Context: an optimization exercise on an open-source flow, tuned for small area. The choices shown serve that exercise and are no tape-out recipe. At most, simulation tests tie the RTL to the original design; equivalence was not proved. The flow treats the clock pin as an ideal source, which a real chip does not have. No activity file was given, so power comes from the tool's default toggle rates.

## north
## multicycle_datapath
module multicycle_datapath #(
  parameter int PC_W       = 9,
  parameter int INS_W      = 32,
  parameter int RF_ADDRESS = 5,
  parameter int DATA_W     = 64,
  parameter int DM_ADDRESS = 9,
  parameter int ALU_CC_W   = 4
) (
  input  logic                  clk,
  input  logic                  reset,
  output logic                  imem_req,
  output logic [PC_W-1:0]       imem_addr,
  input  logic                  imem_ready,
  input  logic [INS_W-1:0]      imem_rdata,
  output logic                  dmem_req,
  output logic                  dmem_we,
  output logic [DM_ADDRESS-1:0] dmem_addr,
  output logic [DATA_W-1:0]     dmem_wdata,
  input  logic                  dmem_ready,
  input  logic [DATA_W-1:0]     dmem_rdata,
  output logic                  retire,
  output logic                  illegal,
  output logic [PC_W-1:0]       pc_out
);
export LEC_CHECK = 0
export ABC_AREA = 1
export CAP_MARGIN = 20
export CORE_MARGIN = 2
export CORE_UTILIZATION = 60
export SLEW_MARGIN = 20
create_clock -name core_clock -period 15.0 [get_ports {clk}]
standard.sh (not shown) runs the stock make flow with config.mk's settings and CLKGATE_MAP_FILE= SYNTH_SCRIPT=/design/flow/synth_recipe.tcl, a recipe that flattens the netlist after the stock synthesis.
==> flow/flow/run.sh <==
#!/bin/bash
# Standard ORFS layout (the standard.sh) with three changes:
#  - synthesis maps logic with an area-oriented ABC script (flow/abc_area.script);
#  - ports are buffered with buf_1;
#  - the clock tree uses clkbuf_4 leaves and no dummy loads.
set -euo pipefail
W=$(pwd)
export FLOW_ABC_SCRIPT=$W/flow/abc_area.script
export FLOW_SYNTH_TCL=$W/synth_recipe.tcl
export BUFFER_PORTS_ARGS="-buffer_cell sky130_fd_sc_hd__buf_1"
export CTS_ARGS="-sink_clustering_enable -repair_clock_nets -dont_use_dummy_load -buf_list sky130_fd_sc_hd__clkbuf_4 -root_buf sky130_fd_sc_hd__clkbuf_16 -sink_clustering_size 12 -sink_clustering_max_diameter 45"
sed "s#SYNTH_SCRIPT=[^ ]*synth_recipe.tcl#SYNTH_SCRIPT=$W/flow/synth_abc.tcl#" standard.sh > standard_abc.sh
grep -q "SYNTH_SCRIPT=$W/flow/synth_abc.tcl" standard_abc.sh
bash standard_abc.sh > standard_flow.log 2>&1
==> flow/flow/abc_area.script <==
strash
ifraig
balance -l
resub -K 6 -l
rewrite -l
resub -K 6 -N 2 -l
refactor -l
resub -K 8 -l
balance -l
resub -K 8 -N 2 -l
rewrite -l
resub -K 10 -l
rewrite -z -l
resub -K 10 -N 2 -l
balance -l
resub -K 12 -l
refactor -z -l
resub -K 12 -N 2 -l
rewrite -z -l
balance -l
strash
dch -f
amap -m
topo
==> flow/flow/synth_abc.tcl <==
# The standard flow's synthesis script, with ABC's technology mapping run from the
# area-oriented script in flow/abc_area.script (no buffering or sizing).
proc abc {args} {
  set i [lsearch -exact $args -script]
  if {$i >= 0} { lset args [expr {$i + 1}] $::env(FLOW_ABC_SCRIPT) }
  puts "abc: mapping with $::env(FLOW_ABC_SCRIPT)"
  yosys abc {*}$args
}
source $::env(FLOW_SYNTH_TCL)
north: full flow OK, the timing, DRC and antenna checks passed
What south does differently from north at the input level:
--- a/flow/flow/run.sh
+++ b/flow/flow/run.sh
@@ -5 +5,2 @@
-#  - the clock tree uses clkbuf_4 leaves and no dummy loads.
+#  - the clock tree uses clkbuf_4 leaves and no dummy loads; leaves whose
+#    flip-flops see a slow clock edge are upsized afterwards (flow/post_cts.tcl).
@@ -11 +12,3 @@
-export CTS_ARGS="-sink_clustering_enable -repair_clock_nets -dont_use_dummy_load -buf_list sky130_fd_sc_hd__clkbuf_4 -root_buf sky130_fd_sc_hd__clkbuf_16 -sink_clustering_size 12 -sink_clustering_max_diameter 45"
+export POST_CTS_TCL=$W/flow/post_cts.tcl
+export FLOW_CLK_SLEW_PS=110
+export CTS_ARGS="-sink_clustering_enable -repair_clock_nets -dont_use_dummy_load -buf_list sky130_fd_sc_hd__clkbuf_4 -root_buf sky130_fd_sc_hd__clkbuf_16 -sink_clustering_size 13 -sink_clustering_max_diameter 40"
==> flow/flow/abc_area.script <==
strash
ifraig
dc2
strash
dc2
strash
dch -f
amap -m
topo
==> flow/flow/post_cts.tcl (new file) <==
# After clock tree synthesis: upsize the clock buffers (clkbuf_4 -> clkbuf_8)
# that drive a flip-flop clock pin whose estimated slew is over a threshold,
# then legalize the placement again.
proc my_clk_pin_slew_ps {pin} {
  set w 0
  foreach edge {rise fall} {
    foreach mm {min max} {
      set s [expr {[sta::time_ui_sta [get_property $pin slew_${mm}_${edge}]] * 1e12}]
      if {$s > $w} { set w $s }
    }
  }
  return $w
}
proc my_fix_clk_slew {thresh} {
  estimate_parasitics -placement
  set drivers [dict create]
  foreach pin [all_registers -clock_pins -edge_triggered] {
    if {[my_clk_pin_slew_ps $pin] > $thresh} {
      set net [get_nets -of_objects $pin]
      foreach dp [get_pins -of_objects $net -filter "direction==output"] {
        dict set drivers [get_full_name [get_cells -of_objects $dp]] 1
      }
    }
  }
  set n 0
  foreach inst [dict keys $drivers] {
    set cell [get_cells $inst]
    if {[get_property $cell ref_name] eq "sky130_fd_sc_hd__clkbuf_4"} {
      replace_cell $cell sky130_fd_sc_hd__clkbuf_8
      incr n
    }
  }
  puts "post_cts: upsized $n clock buffers (slew over $thresh ps)"
  return $n
}
for {set i 0} {$i < 3} {incr i} {
  if {[my_fix_clk_slew $::env(FLOW_CLK_SLEW_PS)] == 0} { break }
  detailed_placement
}
estimate_parasitics -placement
--- outcome ---
south finished every step from synthesis to the final layout, and the layout passed the timing, DRC and antenna checks.
Post-route clock period utilization (south over north): decrease, 2.6 points
Between north and south, the difference in fraction of the mapped netlist area in adder cells is negligible.
north and south ended up with nearly the same area of the die.
Re total instance count after detailed placement: south is 0.55% up on north.
Going from north to south, total power grew by more than 10%.
Higher fmax among north and south: south
south ended up with a higher path depth of the worst reg2reg path than north did.
On starting density of the core, north and south are neck and neck.

---

Setup of the previous run:
Another version of the RTL of multicycle_datapath (not shown whole).
Size in the first run: about 2100 flip-flops, about 46000 um2 of cells after synthesis.
==> flow/config.mk <==
export PLATFORM = sky130hd
export DESIGN_NAME = multicycle_datapath
export DESIGN_NICKNAME = multicycle_datapath
export VERILOG_FILES = /design/flow/design.v
export SDC_FILE = /design/flow/constraint.sdc
export NUM_CORES = 4
export LEC_CHECK = 0
export ABC_AREA = 1
export CAP_MARGIN = 20
export CORE_MARGIN = 2
export CORE_UTILIZATION = 60
export SLEW_MARGIN = 20
==> flow/constraint.sdc <==
create_clock -name core_clock -period 15.0 [get_ports {clk}]
set_input_delay 3.0000 -clock core_clock [delete_from_list [all_inputs] [get_ports {clk}]]
set_output_delay 3.0000 -clock core_clock [all_outputs]
set_load 0.01 [all_outputs]
==> flow/flow/run.sh <==
#!/bin/bash
# Standard ORFS layout (the standard.sh) with three changes:
#  - synthesis maps logic with an area-oriented ABC script (flow/abc_area.script);
#  - ports are buffered with buf_1;
#  - the clock tree uses clkbuf_4 leaves and no dummy loads.
set -euo pipefail
W=$(pwd)
export FLOW_ABC_SCRIPT=$W/flow/abc_area.script
export FLOW_SYNTH_TCL=$W/synth_recipe.tcl
export BUFFER_PORTS_ARGS="-buffer_cell sky130_fd_sc_hd__buf_1"
export CTS_ARGS="-sink_clustering_enable -repair_clock_nets -dont_use_dummy_load -buf_list sky130_fd_sc_hd__clkbuf_4 -root_buf sky130_fd_sc_hd__clkbuf_16 -sink_clustering_size 10 -sink_clustering_max_diameter 40"
sed "s#SYNTH_SCRIPT=[^ ]*synth_recipe.tcl#SYNTH_SCRIPT=$W/flow/synth_abc.tcl#" standard.sh > standard_abc.sh
grep -q "SYNTH_SCRIPT=$W/flow/synth_abc.tcl" standard_abc.sh
bash standard_abc.sh > standard_flow.log 2>&1
==> flow/flow/abc_area.script <==
strash
ifraig
dc2
strash
dch -f
amap
topo
==> flow/flow/synth_abc.tcl <==
# The standard flow's synthesis script, with ABC's technology mapping run from the
# area-oriented script in flow/abc_area.script (no buffering or sizing).
proc abc {args} {
  set i [lsearch -exact $args -script]
  if {$i >= 0} { lset args [expr {$i + 1}] $::env(FLOW_ABC_SCRIPT) }
  yosys abc {*}$args
}
source $::env(FLOW_SYNTH_TCL)
The previous run went all the way through synthesis, placement and routing and the layout is clean on timing, DRC and antenna.
Setup changes, the previous run to the current run
==> flow/flow/run.sh <==
#!/bin/bash
# Standard ORFS layout (the standard.sh), with smaller port buffers and a
# clock tree built without dummy loads from smaller clock buffers.
set -euo pipefail
export BUFFER_PORTS_ARGS="-buffer_cell sky130_fd_sc_hd__buf_1"
export CTS_ARGS="-sink_clustering_enable -repair_clock_nets -dont_use_dummy_load -buf_list sky130_fd_sc_hd__clkbuf_4 -root_buf sky130_fd_sc_hd__clkbuf_16 -sink_clustering_size 10 -sink_clustering_max_diameter 40"
bash standard.sh > standard_flow.log 2>&1
removed: flow/flow/abc_area.script
removed: flow/flow/synth_abc.tcl
==> run notes <==
Side by side, clock network fraction of design power turned out lower in the current run than in the previous run.
Global routing usage on met3 came out higher on the current run than on the previous run.
On the current run: HPWL reported at the end of detailed placement is 11% lower than what the previous run gave.
From the previous run to the current run the numbers moved as follows: via count picked up an extra 844; sequential share of layout area lost 0.78 points.
Compared with the previous run, in the current run cell area after layout has increased; insertion delay of the later-clocked pin in the worst-skew pair lower; largest net degree at the start of global routing down 2.9%.
Part of the cycle the worst path needs was lower in the run labelled the current run.

---

The RTL this note starts from:
==> flow/design.v <==
module multicycle_datapath #(
  parameter int PC_W       = 9,
  parameter int INS_W      = 32,
  parameter int RF_ADDRESS = 5,
  parameter int DATA_W     = 64,
  parameter int DM_ADDRESS = 9,
  parameter int ALU_CC_W   = 4
) (
  input  logic                  clk,
  input  logic                  reset,
  output logic                  imem_req,
  output logic [PC_W-1:0]       imem_addr,
  input  logic                  imem_ready,
  input  logic [INS_W-1:0]      imem_rdata,
  output logic                  dmem_req,
  output logic                  dmem_we,
  output logic [DM_ADDRESS-1:0] dmem_addr,
  output logic [DATA_W-1:0]     dmem_wdata,
  input  logic                  dmem_ready,
  input  logic [DATA_W-1:0]     dmem_rdata,
  output logic                  retire,
  output logic                  illegal,
  output logic [PC_W-1:0]       pc_out
);
  localparam logic [3:0] S_CLEAR = 4'd0;   
  localparam logic [3:0] S_FETCH = 4'd1;   
  localparam logic [3:0] S_WAITX = 4'd2;   
  localparam logic [3:0] S_P1    = 4'd3;   
  localparam logic [3:0] S_P2    = 4'd4;   
  localparam logic [3:0] S_MEM   = 4'd5;   
  localparam logic [3:0] S_WAITW = 4'd6;   
  localparam logic [3:0] S_WB    = 4'd7;   
  localparam logic [3:0] S_RET   = 4'd8;   
  localparam logic [3:0] S_UPD   = 4'd9;   
  localparam logic [3:0] S_HALT  = 4'd10;  
  localparam logic [2:0] K_ADD  = 3'd0;
  localparam logic [2:0] K_AND  = 3'd1;
  localparam logic [2:0] K_OR   = 3'd2;
  localparam logic [2:0] K_SLT  = 3'd3;
  localparam logic [2:0] K_ADDI = 3'd4;
  localparam logic [2:0] K_LD   = 3'd5;
  localparam logic [2:0] K_SD   = 3'd6;
  localparam logic [2:0] K_BEQ  = 3'd7;
  logic [3:0]  state_q;
  logic [5:0]  cnt_q;
  logic [8:1]  pc_q;
  logic [2:0]  kind_q;
  logic [4:0]  rs1_q, rs2_q, rdf_q;
  logic [6:0]  hi_q;
  logic [8:0]  addr_q;
  logic [63:0] w_q;
  logic        c_q;
  logic [6:0] i_opc, i_f7;
  logic [2:0] i_f3;
  logic       i_legal;
  logic [2:0] i_kind;
  assign i_opc = imem_rdata[6:0];
  assign i_f3  = imem_rdata[14:12];
  assign i_f7  = imem_rdata[31:25];
  always_comb begin
    i_legal = 1'b1;
    i_kind  = K_ADD;
    if (i_opc == 7'b0110011 && i_f7 == 7'b0000000 && i_f3 == 3'b000) i_kind = K_ADD;
    else if (i_opc == 7'b0110011 && i_f7 == 7'b0100000 && i_f3 == 3'b000) i_kind = K_ADD;
    else if (i_opc == 7'b0110011 && i_f7 == 7'b0000000 && i_f3 == 3'b111) i_kind = K_AND;
    else if (i_opc == 7'b0110011 && i_f7 == 7'b0000000 && i_f3 == 3'b110) i_kind = K_OR;
    else if (i_opc == 7'b0110011 && i_f7 == 7'b0000000 && i_f3 == 3'b010) i_kind = K_SLT;
    else if (i_opc == 7'b0010011 && i_f3 == 3'b000) i_kind = K_ADDI;
    else if (i_opc == 7'b0000011 && i_f3 == 3'b011) i_kind = K_LD;
    else if (i_opc == 7'b0100011 && i_f3 == 3'b011) i_kind = K_SD;
    else if (i_opc == 7'b1100011 && i_f3 == 3'b000) i_kind = K_BEQ;
    else i_legal = 1'b0;
  end
  logic k_sub, k_and, k_or, k_slt, k_ld, k_sd, k_beq, k_imm, k_wr;
  assign k_sub = ((kind_q == K_ADD) & hi_q[5]) | (kind_q == K_SLT);
  assign k_and = (kind_q == K_AND);
  assign k_or  = (kind_q == K_OR);
  assign k_slt = (kind_q == K_SLT);
  assign k_ld  = (kind_q == K_LD);
  assign k_sd  = (kind_q == K_SD);
  assign k_beq = (kind_q == K_BEQ);
  assign k_imm = (kind_q == K_ADDI) | k_ld | k_sd;
  assign k_wr  = (kind_q <= K_ADDI);
  logic [31:0] head;
  logic [31:1] wen;
  logic        wbit;
  logic [4:0]  rsel;
  logic        r_bit;
  assign head[0] = 1'b0;
  genvar gi;
  generate
    for (gi = 1; gi < 32; gi++) begin : g_rf
      logic [63:0] r_q;
      always_ff @(posedge clk)
        r_q <= {wen[gi] ? wbit : r_q[0], r_q[63:1]};
      assign head[gi] = r_q[0];
    end
  endgenerate
  assign rsel  = (state_q == S_P1) ? rs2_q : rs1_q;
  assign r_bit = head[rsel];
  logic [11:0] imm12;
  logic        imm_bit, a, b, bx, cin, sum, cout, lt, alu_bit;
  assign imm12   = {hi_q, k_sd ? rdf_q : rs2_q};
  assign imm_bit = (cnt_q >= 6'd11) ? imm12[11] : imm12[cnt_q[3:0]];
  assign a    = r_bit;
  assign b    = k_imm ? imm_bit : w_q[0];
  assign bx   = b ^ k_sub;
  assign cin  = (cnt_q == 6'd0) ? k_sub : c_q;
  assign sum  = a ^ bx ^ cin;
  assign cout = (a & bx) | (a & cin) | (bx & cin);
  assign lt   = a ^ bx ^ cout;
  always_comb begin
    if (k_and)      alu_bit = a & b;
    else if (k_or)  alu_bit = a | b;
    else if (k_slt) alu_bit = 1'b0;
    else            alu_bit = sum;
  end
  logic c_d;
  always_comb begin
    if (k_beq)               c_d = ((cnt_q != 6'd0) & c_q) | (a ^ b);
    else if (cnt_q == 6'd63) c_d = lt;
    else                     c_d = cout;
  end
  always_comb begin
    wbit = alu_bit;
    if (state_q == S_CLEAR)    wbit = 1'b0;
    else if (state_q == S_WB)  wbit = w_q[0];
    else if (state_q == S_RET) wbit = c_q;
  end
  logic we_any;
  assign we_any = ((state_q == S_P2) & k_wr) | ((state_q == S_WB) & k_ld) |
                  ((state_q == S_RET) & k_slt);
  always_comb begin
    for (int i = 1; i < 32; i++)
      wen[i] = (state_q == S_CLEAR) | (we_any & (rdf_q == 5'(i)));
  end
  logic [8:1] pc_add_b, pc_sum;
  assign pc_add_b = (state_q == S_UPD) ? {hi_q[3:0], rdf_q[4:1]} : 8'd2;
  assign pc_sum   = pc_q + pc_add_b;
  logic cnt_end, mem_hs;
  assign cnt_end = (cnt_q == 6'd63);
  assign mem_hs  = (state_q == S_MEM) & dmem_ready;
  always_ff @(posedge clk) begin
    if (reset) begin
      state_q <= S_CLEAR;
      cnt_q   <= 6'd0;
      pc_q    <= '0;
    end else begin
      cnt_q <= cnt_q + 6'd1;
      unique case (state_q)
        S_CLEAR: if (cnt_end) state_q <= S_FETCH;
        S_FETCH: if (imem_ready) state_q <= i_legal ? S_WAITX : S_HALT;
        S_WAITX: if (cnt_end) state_q <= S_P1;
        S_P1:    if (cnt_end) state_q <= S_P2;
        S_P2:    if (cnt_end) state_q <= (k_ld | k_sd) ? S_MEM : S_RET;
        S_MEM:   if (dmem_ready) state_q <= k_ld ? S_WAITW : S_RET;
        S_WAITW: if (cnt_end) state_q <= S_WB;
        S_WB:    if (cnt_end) state_q <= S_RET;
        S_RET: begin
          if (k_beq & ~c_q) state_q <= S_UPD;
          else begin
            state_q <= S_FETCH;
            pc_q    <= pc_sum;
          end
        end
        S_UPD: begin
          state_q <= S_FETCH;
          pc_q    <= pc_sum;
        end
        default: state_q <= S_HALT;
      endcase
    end
  end
  always_ff @(posedge clk) begin
    if ((state_q == S_FETCH) && imem_ready) begin
      kind_q <= i_kind;
      rs1_q  <= imem_rdata[19:15];
      rs2_q  <= imem_rdata[24:20];
      rdf_q  <= imem_rdata[11:7];
      hi_q   <= imem_rdata[31:25];
    end
  end
  always_ff @(posedge clk) c_q <= c_d;
  always_ff @(posedge clk) begin
    if ((state_q == S_P2) && (cnt_q < 6'd9))
      addr_q <= {sum, addr_q[8:1]};
  end
  always_ff @(posedge clk) begin
    if (mem_hs)
      w_q <= dmem_rdata;
    else if ((state_q == S_P1) || ((state_q == S_P2) && !k_sd) || (state_q == S_WB))
      w_q <= {r_bit, w_q[63:1]};
  end
  assign imem_req   = (state_q == S_FETCH);
  assign imem_addr  = {pc_q, 1'b0};
  assign dmem_req   = (state_q == S_MEM);
  assign dmem_we    = k_sd;
  assign dmem_addr  = addr_q;
  assign dmem_wdata = w_q;
  assign retire     = (state_q == S_RET);
  assign illegal    = (state_q == S_HALT);
  assign pc_out     = {pc_sum, 1'b0};
endmodule
clock: 15.0 ns
lec_check: 0
cap_margin: 20
core_margin: 2
core_utilization: 60
slew_margin: 20
==> flow/flow/run.sh <==
#!/bin/bash
# Standard ORFS layout (the standard.sh), with smaller port buffers and a
# clock tree built without dummy loads from smaller clock buffers.
set -euo pipefail
export BUFFER_PORTS_ARGS="-buffer_cell sky130_fd_sc_hd__buf_1"
export CTS_ARGS="-sink_clustering_enable -repair_clock_nets -dont_use_dummy_load -buf_list sky130_fd_sc_hd__clkbuf_8 -root_buf sky130_fd_sc_hd__clkbuf_16 -sink_clustering_size 16 -sink_clustering_max_diameter 50"
bash standard.sh > standard_flow.log 2>&1
The starting point finished with timing, DRC and antenna clean.
Rerun with:
==> flow/flow/run.sh (replaced) <==
#!/bin/bash
# Standard ORFS layout (the standard.sh), with smaller port buffers and a
# clock tree built without dummy loads from smaller clock buffers.
set -euo pipefail
export BUFFER_PORTS_ARGS="-buffer_cell sky130_fd_sc_hd__buf_1"
export CTS_ARGS="-sink_clustering_enable -repair_clock_nets -dont_use_dummy_load -buf_list sky130_fd_sc_hd__clkbuf_4 -root_buf sky130_fd_sc_hd__clkbuf_16 -sink_clustering_size 10 -sink_clustering_max_diameter 40"
bash standard.sh > standard_flow.log 2>&1
Result: Power drops by 2.8%; routed wire length climbs by 1.1%; sequential power barely changes; final area drops by 0.79%.
No functional check of the RTL was part of any run of this note.

[what the ideal ports hide]
The results above use ideal ports. As a check the final layouts listed here were re-extracted and re-timed, cells and wires unchanged. Step 1, drivers: a clkbuf_16 drives clk and a buf_2 each remaining input, both assumed. Step 2 also shifts input and output timing later by t, the mid clock arrival at the registers, as if the neighbouring blocks saw the same clock. Three values: no drivers, after step 1, after step 2; two values: the first two.
run	t, ns	setup slack, ns	latest minus earliest clock arrival (ns)	cell pins on the clock port's net
north	0.757	9.422 / 9.422 / 9.422	0.186 / 0.186	1
south	0.771	9.807 / 9.807 / 9.743	0.191 / 0.192	1
the previous run	0.760	8.328 / 8.265 / 8.757	0.220 / 0.221	1
the current run	0.777	8.667 / 8.599 / 9.376	0.169 / 0.170	1
the first run of note 3	0.697	7.877 / 7.818 / 8.515	0.110 / 0.110	1
the second run of note 3	0.776	7.802 / 7.744 / 8.520	0.164 / 0.164	1
After both steps every run listed still meets setup and hold. The setup slack of south, which loses most, moves by 0.000 ns with the drivers and by -0.064 ns with both steps.
